Source: an optimization exercise on an open RTL-to-GDS flow (aim: small area). Production flows keep margins and buffers that such runs may drop. The RTL was checked by simulation tests, not by an equivalence proof against the original design. Power is estimated from default activity; no workload was simulated.

## build 8
## processor
module processor (
    input  wire logic             clock_i,
    input  wire logic             reset_i,
    output logic [XLEN-1:0]       imem_addr_o,
    input  wire logic [XLEN-1:0]  imem_data_i,
    output logic [XLEN-1:0]       dmem_addr_o,
    output logic [XLEN-1:0]       dmem_wdata_o,
    output logic                  dmem_wren_o,
    input  wire logic [XLEN-1:0]  dmem_rdata_i,
    output logic                  rf_write_en_o,
    output logic [REG_W-1:0]      rf_write_reg_o,
    output logic [XLEN-1:0]       rf_write_data_o,
    output logic [REG_W-1:0]      rf_read_reg_a_o,
    output logic [REG_W-1:0]      rf_read_reg_b_o,
    input  wire logic [XLEN-1:0]  rf_read_data_a_i,
    input  wire logic [XLEN-1:0]  rf_read_data_b_i
);
Size in the first run: ~650 cells after synthesis, roughly 72 flip-flops, about 280 I/O pins, roughly 5100 um^2 of cells after synthesis.
Settings: LEC_CHECK=0, ABC_AREA=1, CAP_MARGIN=20, CORE_MARGIN=2, CORE_UTILIZATION=40, CTS_BUF_LIST=sky130_fd_sc_hd__clkbuf_2 sky130_fd_sc_hd__clkbuf_4 sky130_fd_sc_hd__clkbuf_8, CTS_CLUSTER_DIAMETER=100, CTS_CLUSTER_SIZE=40, SLEW_MARGIN=20; clock period 7.0 ns.
standard.sh (not shown) runs the stock make flow with config.mk's settings and CLKGATE_MAP_FILE= SYNTH_SCRIPT=/design/flow/synth_recipe.tcl, a recipe that flattens the netlist after the stock synthesis.
==> flow/flow/run.sh <==
#!/bin/bash
# Own layout flow: the standard flow (standard.sh), with two changes to
# how the layout is made:
#  - ABC maps the logic for area alone (abc_area.script beside this file),
#    leaving timing to OpenROAD's repair after placement;
#  - the port buffers placed on every input and output are buf_1 cells.
# Every tool's output goes to the log files ORFS writes under orfs/logs, and
# standard.sh's own output to standard.log in the work folder.
set -euo pipefail
W=$(pwd)
rm -rf "$W/scripts"
cp -r "$FLOW_HOME/scripts" "$W/scripts"
cp "$W/flow/abc_area.script" "$W/scripts/abc_area.script"
export SCRIPTS_DIR="$W/scripts"
export BUFFER_PORTS_ARGS="-buffer_cell sky130_fd_sc_hd__buf_1"
export ADDER_MAP_FILE=
bash standard.sh > "$W/standard.log" 2>&1
==> flow/flow/abc_area.script <==
strash
dc2
dc2
dch -f
amap
topo
stime -c
Build 8 completed; timing, DRC and antenna clean
For build 13, these inputs were changed with respect to build 8:
- swapping sky130_fd_sc_hd__clkbuf_2 sky130_fd_sc_hd__clkbuf_4 sky130_fd_sc_hd__clkbuf_8 for sky130_fd_sc_hd__clkbuf_8 in CTS_BUF_LIST
- clearing CTS_CLUSTER_SIZE, which used to be 40
- swapping 40 for 58 in CORE_UTILIZATION
- putting ABC_CLOCK_PERIOD_IN_PS at 5000 where nothing was set
- clearing CTS_CLUSTER_DIAMETER, which used to be 100
==> flow/flow/abc_area.script <==
strash
dc2
dc2
dch -f
amap
strash
dc2
dch -f
amap
topo
stime -c
upsize -c
dnsize -c
stime -c
Build 13 finished all stages; the layout is clean. [build 13 vs build 8] starting DRC count in detailed routing: higher in build 13. Diff build 8 -> build 13: sequential cell area share now sits higher; clock share of power saw an increase. Global-route met1 utilization: lower on build 8.
For build 19, these inputs were changed with respect to build 13:
- CORE_UTILIZATION changed from 58 to 40
==> flow/flow/abc_area.script <==
strash
dc2
dc2
dch -f
amap
topo
stime -c
upsize -c
dnsize -c
stime -c
Cmp build 19 vs build 13: wire length per cell lower in build 19
Build 13 -> build 19: total stage count of the critical path increased by a little under 10%
Layout overhead on the synthesized area in build 19 vs build 13: up 1.1 points
Build 19 gives more non-filler instance count after layout than build 13 did.
Between build 19 and build 13, it is build 19 whose die area is higher, by about 44%.
Changes observed in build 19 relative to build 13: power spent charging and discharging nets was more or less identical, number of vias in the routed layout decreased 5.1%, worst setup slack climbed 110 ps.
Setup changes, build 19 to build 87
--- a/flow/flow/run.sh
+++ b/flow/flow/run.sh
@@ -16,2 +16,3 @@
 export ADDER_MAP_FILE=
+export CTS_ARGS="-sink_clustering_enable -repair_clock_nets -buf_list sky130_fd_sc_hd__clkbuf_8 -sink_clustering_size 80 -sink_clustering_max_diameter 500"
 bash standard.sh > "$W/standard.log" 2>&1
Notes after the runs:
- For insertion delay to the later sink of the worst-skew pair, build 87 and build 19 come out practically identical.
- Comparing build 19 against build 87, there is no change at all in number of vias after detailed routing.
- Status: routed wire length parity (build 19, build 87)
- Reported for build 87 and build 19, overall die area turned out identical to the last digit.
- The combinational cell fraction of total power was comparable across build 87 and build 19.
- Build 19 → build 87: placed instance count barely changed; worst hold slack barely changed; first-pass GRT wire length barely changed; number of cells upsized or downsized after cts barely changed.
- Diff build 87..build 19 | proportion of total power due to net switching | unchanged
Setup changes, build 87 to build 31
- a change of CAP_MARGIN from 20 to 0
- a deleted ABC_CLOCK_PERIOD_IN_PS that had been 5000
- a change of SLEW_MARGIN from 20 to 0
--- a/flow/flow/run.sh
+++ b/flow/flow/run.sh
@@ -16,3 +16,2 @@
 export ADDER_MAP_FILE=
-export CTS_ARGS="-sink_clustering_enable -repair_clock_nets -buf_list sky130_fd_sc_hd__clkbuf_8 -sink_clustering_size 80 -sink_clustering_max_diameter 500"
 bash standard.sh > "$W/standard.log" 2>&1
==> flow/flow/abc_area.script <==
strash
dc2
dc2
dch -f
amap
topo
stime -c
==> run notes <==
Changes observed in build 31 relative to build 87: final core utilization went up 2.5 points; first-pass GRT wire length closely matched the old numbers; number of well taps fell 2.3%; non-clock buffer count increased 5.8%. Number of vias after detailed routing in build 31 is 4.0% higher than in build 87. Per the comparison of build 31 with build 87, final total power now smaller; worst-case setup margin in the final layout now smaller. Diff build 87 -> build 31: area overhead of the layout relative to synthesis went up; per-cell routed wire length went up; maximum frequency went down. Build 31: PASS, flow complete, no timing, DRC or antenna violations.

========
The RTL this note starts from:
==> flow/design.v <==
`default_nettype none
package pipe_pkg;
    localparam int XLEN  = 32;   
    localparam int REG_W = 5;    
endpackage
`default_nettype wire
`timescale 1ns/1ns
`default_nettype none
import pipe_pkg::*;
module processor (
    input  wire logic             clock_i,
    input  wire logic             reset_i,
    output logic [XLEN-1:0]       imem_addr_o,
    input  wire logic [XLEN-1:0]  imem_data_i,
    output logic [XLEN-1:0]       dmem_addr_o,
    output logic [XLEN-1:0]       dmem_wdata_o,
    output logic                  dmem_wren_o,
    input  wire logic [XLEN-1:0]  dmem_rdata_i,
    output logic                  rf_write_en_o,
    output logic [REG_W-1:0]      rf_write_reg_o,
    output logic [XLEN-1:0]       rf_write_data_o,
    output logic [REG_W-1:0]      rf_read_reg_a_o,
    output logic [REG_W-1:0]      rf_read_reg_b_o,
    input  wire logic [XLEN-1:0]  rf_read_data_a_i,
    input  wire logic [XLEN-1:0]  rf_read_data_b_i
);
    localparam logic [1:0] S_E = 2'd0;
    localparam logic [1:0] S_W = 2'd1;
    localparam logic [1:0] S_P = 2'd2;
    localparam logic [1:0] S_M = 2'd3;
    logic [1:0]  st_q;
    logic [31:0] pc_q;
    logic [31:0] r_q;     
    logic [1:0]  cnt_q;   
    logic        cy_q;    
    logic        ne_q;    
    logic        tk_q;    
    logic        jmp_q;   
    logic [4:0] opc, fn, shamt, rd, rs, rt;
    logic       is_rtype, is_j, is_bne, is_blt, is_addi, is_sw, is_lw;
    logic       is_shift, right, use_imm, sub;
    assign opc   = imem_data_i[31:27];
    assign rd    = imem_data_i[26:22];
    assign rs    = imem_data_i[21:17];
    assign rt    = imem_data_i[16:12];
    assign shamt = imem_data_i[11:7];
    assign fn    = imem_data_i[6:2];
    assign is_rtype = (opc == 5'd0);
    assign is_j     = (opc == 5'd1);
    assign is_bne   = (opc == 5'd2);
    assign is_addi  = (opc == 5'd5);
    assign is_blt   = (opc == 5'd6);
    assign is_sw    = (opc == 5'd7);
    assign is_lw    = (opc == 5'd8);
    assign is_shift = is_rtype && (fn == 5'd4 || fn == 5'd5);
    assign right    = (fn == 5'd5);
    assign use_imm  = is_addi || is_sw || is_lw;
    assign sub      = (is_rtype && fn == 5'd1) || is_bne || is_blt;
    assign imem_addr_o     = pc_q;
    assign rf_read_reg_a_o = rs;
    assign rf_read_reg_b_o = is_shift ? rs : (is_rtype ? rt : rd);
    logic [1:0] dig;
    logic       first, fill;
    logic [3:0] hi_idx, lo_idx;
    logic [2:0] fsh;
    logic [7:0] d_hi, d_lo;
    assign dig   = ~cnt_q;   
    assign first = (cnt_q == 2'b11);
    assign fill  = is_shift && right && rf_read_data_a_i[31];
    always_comb begin
        if (!is_shift) begin
            hi_idx = {2'b00, dig};
            fsh    = 3'd0;
        end else if (right) begin
            hi_idx = {2'b00, dig} + {2'b00, shamt[4:3]} + 4'd1;
            fsh    = shamt[2:0];
        end else begin
            hi_idx = {2'b00, dig} - {2'b00, shamt[4:3]} + {3'd0, shamt[2:0] == 3'd0};
            fsh    = -shamt[2:0];
        end
        lo_idx = is_shift ? hi_idx - 4'd1 : {2'b00, dig};
    end
    always_comb begin
        if (hi_idx[3:2] != 2'b00) d_hi = {8{fill}};
        else                      d_hi = rf_read_data_a_i[{hi_idx[1:0], 3'b000} +: 8];
        if (lo_idx[3:2] != 2'b00) d_lo = {8{fill}};
        else                      d_lo = rf_read_data_b_i[{lo_idx[1:0], 3'b000} +: 8];
    end
    logic [15:0] pair;
    logic [7:0]  win;
    assign pair = {d_hi, d_lo} >> fsh;
    assign win  = pair[7:0];
    logic [7:0] b_imm, a_d, b_raw, b_d, sum_d;
    logic       cin, cout;
    always_comb begin
        case (dig)
            2'd0: b_imm = imem_data_i[7:0];
            2'd1: b_imm = imem_data_i[15:8];
            2'd2: b_imm = {{7{imem_data_i[16]}}, imem_data_i[16]};
            default: b_imm = {8{imem_data_i[16]}};
        endcase
    end
    always_comb begin
        if (st_q == S_P) begin
            a_d   = jmp_q ? 8'd0 : pc_q[7:0];
            b_raw = tk_q ? r_q[7:0] : 8'd0;
            b_d   = b_raw;
            cin   = first ? !jmp_q : cy_q;
        end else begin
            a_d   = d_hi;
            b_raw = use_imm ? b_imm : d_lo;
            b_d   = b_raw ^ {8{sub}};
            cin   = first ? sub : cy_q;
        end
    end
    assign {cout, sum_d} = {1'b0, a_d} + {1'b0, b_d} + {8'd0, cin};
    logic [7:0] alu_d;
    always_comb begin
        if (is_rtype && st_q == S_E) begin
            case (fn)
                5'd0, 5'd1: alu_d = sum_d;
                5'd2:       alu_d = a_d & b_d;
                5'd3:       alu_d = a_d | b_d;
                5'd4, 5'd5: alu_d = win;
                default:    alu_d = 8'd0;
            endcase
        end else begin
            alu_d = sum_d;
        end
    end
    logic dne, ne_all, lt_ab;
    assign dne    = |sum_d;
    assign ne_all = ne_q || dne;
    assign lt_ab  = (a_d[7] ^ b_raw[7]) ? a_d[7] : sum_d[7];   
    always_ff @(posedge clock_i) begin
        case (st_q)
            S_E: begin
                r_q   <= {alu_d, r_q[31:8]};
                cy_q  <= cout;
                ne_q  <= !first && ne_all || first && dne;
                tk_q  <= is_j || (is_bne && ne_all) || (is_blt && ne_all && !lt_ab);
                jmp_q <= is_j;
                cnt_q <= cnt_q - 2'd1;
                if (cnt_q == 2'd0) st_q <= is_lw ? S_M : S_W;
            end
            S_M: begin
                r_q   <= dmem_rdata_i;
                st_q  <= S_W;
            end
            S_W: begin
                r_q   <= is_j ? {5'd0, imem_data_i[26:0]} : {{15{imem_data_i[16]}}, imem_data_i[16:0]};
                cnt_q <= 2'd3;
                st_q  <= S_P;
            end
            default: begin   
                pc_q  <= {sum_d, pc_q[31:8]};
                r_q   <= {sum_d, r_q[31:8]};
                cy_q  <= cout;
                cnt_q <= cnt_q - 2'd1;
                if (cnt_q == 2'd0) st_q <= S_E;
            end
        endcase
        if (reset_i) begin
            st_q  <= S_P;
            cnt_q <= 2'd3;
            tk_q  <= 1'b0;
            jmp_q <= 1'b1;
        end
    end
    assign rf_write_reg_o  = rd;
    assign rf_write_data_o = r_q;
    assign rf_write_en_o   = (st_q == S_W) && rd != 5'd0 && (is_rtype || is_addi || is_lw);
    assign dmem_addr_o     = r_q;
    assign dmem_wdata_o    = rf_read_data_b_i;
    assign dmem_wren_o     = (st_q == S_W) && is_sw;
endmodule
`default_nettype wire
==> flow/config.mk <==
export PLATFORM = sky130hd
export DESIGN_NAME = processor
export DESIGN_NICKNAME = processor
export VERILOG_FILES = /design/flow/design.v
export SDC_FILE = /design/flow/constraint.sdc
export NUM_CORES = 4
export LEC_CHECK = 0
export ABC_AREA = 1
export ABC_CLOCK_PERIOD_IN_PS = 5000
export CAP_MARGIN = 20
export CORE_MARGIN = 2
export CORE_UTILIZATION = 50
export CTS_BUF_LIST = sky130_fd_sc_hd__clkbuf_8
export SLEW_MARGIN = 20
==> flow/constraint.sdc <==
create_clock -name core_clock -period 7.0 [get_ports {clock_i}]
set_input_delay 1.4000 -clock core_clock [delete_from_list [all_inputs] [get_ports {clock_i}]]
set_output_delay 1.4000 -clock core_clock [all_outputs]
set_load 0.01 [all_outputs]
==> flow/flow/run.sh <==
#!/bin/bash
# Own layout flow: the standard flow (standard.sh) on the same design,
# clock, constraints and registers, with these changes to how the layout is
# made:
#  - ABC maps the logic for area (abc_area.script beside this file: two
#    rounds of restructuring and area mapping, then ABC's own gate sizing),
#    instead of ORFS's delay-oriented script; OpenROAD's repair then fixes
#    timing after placement as usual;
#  - no adder cells are extracted before ABC (ADDER_MAP_FILE empty), so the
#    adder logic is mapped with the rest;
#  - the buffer placed on every input and output port is a buf_1 cell.
# Synthesis is otherwise ORFS's own (synth_recipe.tcl through standard.sh),
# so the registers keep the standard synthesis's names and cell types.
# Every tool's output goes to the log files ORFS writes under orfs/logs, and
# standard.sh's own output to standard.log in the work folder.
set -euo pipefail
W=$(pwd)
rm -rf "$W/scripts"
cp -r "$FLOW_HOME/scripts" "$W/scripts"
cp "$W/flow/abc_area.script" "$W/scripts/abc_area.script"
export SCRIPTS_DIR="$W/scripts"
export BUFFER_PORTS_ARGS="-buffer_cell sky130_fd_sc_hd__buf_1"
export ADDER_MAP_FILE=
bash standard.sh > "$W/standard.log" 2>&1
==> flow/flow/abc_area.script <==
strash
dc2
dc2
dch -f
amap
strash
dc2
dch -f
amap
topo
stime -c
upsize -c
dnsize -c
stime -c
The first run finished with timing, DRC and antenna clean.
Rerun with:
==> flow/flow/run.sh (replaced) <==
#!/bin/bash
# Own layout flow: the standard flow (standard.sh), with two changes to
# how the layout is made:
#  - ABC maps the logic for area alone (abc_area.script beside this file),
#    leaving timing to OpenROAD's repair after placement;
#  - the port buffers placed on every input and output are buf_1 cells.
# Every tool's output goes to the log files ORFS writes under orfs/logs, and
# standard.sh's own output to standard.log in the work folder.
set -euo pipefail
W=$(pwd)
rm -rf "$W/scripts"
cp -r "$FLOW_HOME/scripts" "$W/scripts"
cp "$W/flow/abc_area.script" "$W/scripts/abc_area.script"
export SCRIPTS_DIR="$W/scripts"
export BUFFER_PORTS_ARGS="-buffer_cell sky130_fd_sc_hd__buf_1"
export ADDER_MAP_FILE=
bash standard.sh > "$W/standard.log" 2>&1
==> flow/flow/abc_area.script (replaced) <==
strash
dc2
dc2
dch -f
amap
strash
dc2
dch -f
amap
strash
dch -f
amap
topo
stime -c
upsize -c
dnsize -c
stime -c
CORE_UTILIZATION = 40   (was 50)
The new run finished clean; maximum frequency came out higher by 1.8%; register-to-register slack improves by 0.11 ns; routed wire length came out higher by 6.4%; worst setup slack improves by 0.12 ns; non-clock buffer count came out higher by 6; cell area came out higher by 1.9%; utilization came out lower by 12 points.
Rerun with:
--- a/flow/flow/run.sh
+++ b/flow/flow/run.sh
@@ -15,3 +15,4 @@
 export BUFFER_PORTS_ARGS="-buffer_cell sky130_fd_sc_hd__buf_1"
 export ADDER_MAP_FILE=
+export CTS_ARGS="-sink_clustering_enable -repair_clock_nets -buf_list sky130_fd_sc_hd__clkbuf_16 -sink_clustering_size 80 -sink_clustering_max_diameter 500 -sink_clustering_levels 1"
 bash standard.sh > "$W/standard.log" 2>&1
==> flow/flow/abc_area.script (replaced) <==
strash
dc2
dc2
dch -f
amap
topo
stime -c
upsize -c
dnsize -c
stime -c
Outcome: The changed run finished clean. Sequential cell count stays the same. Global-route usage fell by 0.51 points. Worst setup slack improved by 0.083 ns. Die area rose slightly. Synthesized area rose slightly. Total power rose by roughly a tenth. Wire length fell slightly. Non-clock buffer count rose by 4. Clock-buffer cell count is unchanged. Cell count rose slightly. Utilization rose by 1.0 points.
Rerun with:
--- a/flow/flow/run.sh
+++ b/flow/flow/run.sh
@@ -15,4 +15,3 @@
 export BUFFER_PORTS_ARGS="-buffer_cell sky130_fd_sc_hd__buf_1"
 export ADDER_MAP_FILE=
-export CTS_ARGS="-sink_clustering_enable -repair_clock_nets -buf_list sky130_fd_sc_hd__clkbuf_16 -sink_clustering_size 80 -sink_clustering_max_diameter 500 -sink_clustering_levels 1"
 bash standard.sh > "$W/standard.log" 2>&1
==> flow/flow/abc_area.script (replaced) <==
strash
dc2
dc2
dch -f
amap
topo
stime -c
buffer -c
upsize -c
dnsize -c
stime -c
Sequential share of layout area increases by 0.45 points.
Die area rose by 2.0%.
Cell count does not change.
Core utilization decreases by 1.2 points.
Clock-buffer cell count stays the same.
Synthesized area came out higher by 2.0%.
Final area falls by 1.6%.
Wire length falls by 2.2%.
Global-route usage falls by 1.3 points.
Clock power is lower by 27%.

port drivers added, routing unchanged:
In the flow no input, the clock included, has a driving cell. The finished layouts below were timed again as built, in two steps. Step 1 sets driving cells, clkbuf_16 on the clock port and buf_2 on the other inputs (assumed; they add their load-dependent delay and slew). Step 2 also shifts input and output timing later by t, the mid clock arrival at the registers, as if the neighbouring blocks saw the same clock. a / b / c = no drivers / after step 1 / after step 2; a / b = the first two.
run | t (ns) | slack for setup (ns) | worst slew at a driven data input, ns | cell pins on the clock port's net
build 8 | 0.400 | 0.543 / 0.555 / 0.154 | 0.06 | 1
build 13 | 0.378 | 0.562 / 0.574 / 0.196 | 0.06 | 1
build 19 | 0.391 | 0.671 / 0.683 / 0.292 | 0.06 | 1
build 87 | 0.391 | 0.671 / 0.683 / 0.292 | 0.06 | 1
build 31 | 0.400 | 0.545 / 0.557 / 0.156 | 0.06 | 1
the first run of note 2 | 0.387 | 0.425 / 0.438 / 0.051 | 0.06 | 1
the second run of note 2 | 0.391 | 0.542 / 0.552 / 0.161 | 0.07 | 1
the third run of note 2 | 0.374 | 0.625 / 0.646 / 0.272 | 0.06 | 1
the fourth run of note 2 | 0.387 | 0.763 / 0.756 / 0.369 | 0.04 | 1
After both steps every run listed still meets setup and hold. The setup slack of the fourth run of note 2, which loses most, moves by -0.007 ns with the drivers and by -0.394 ns with both steps.
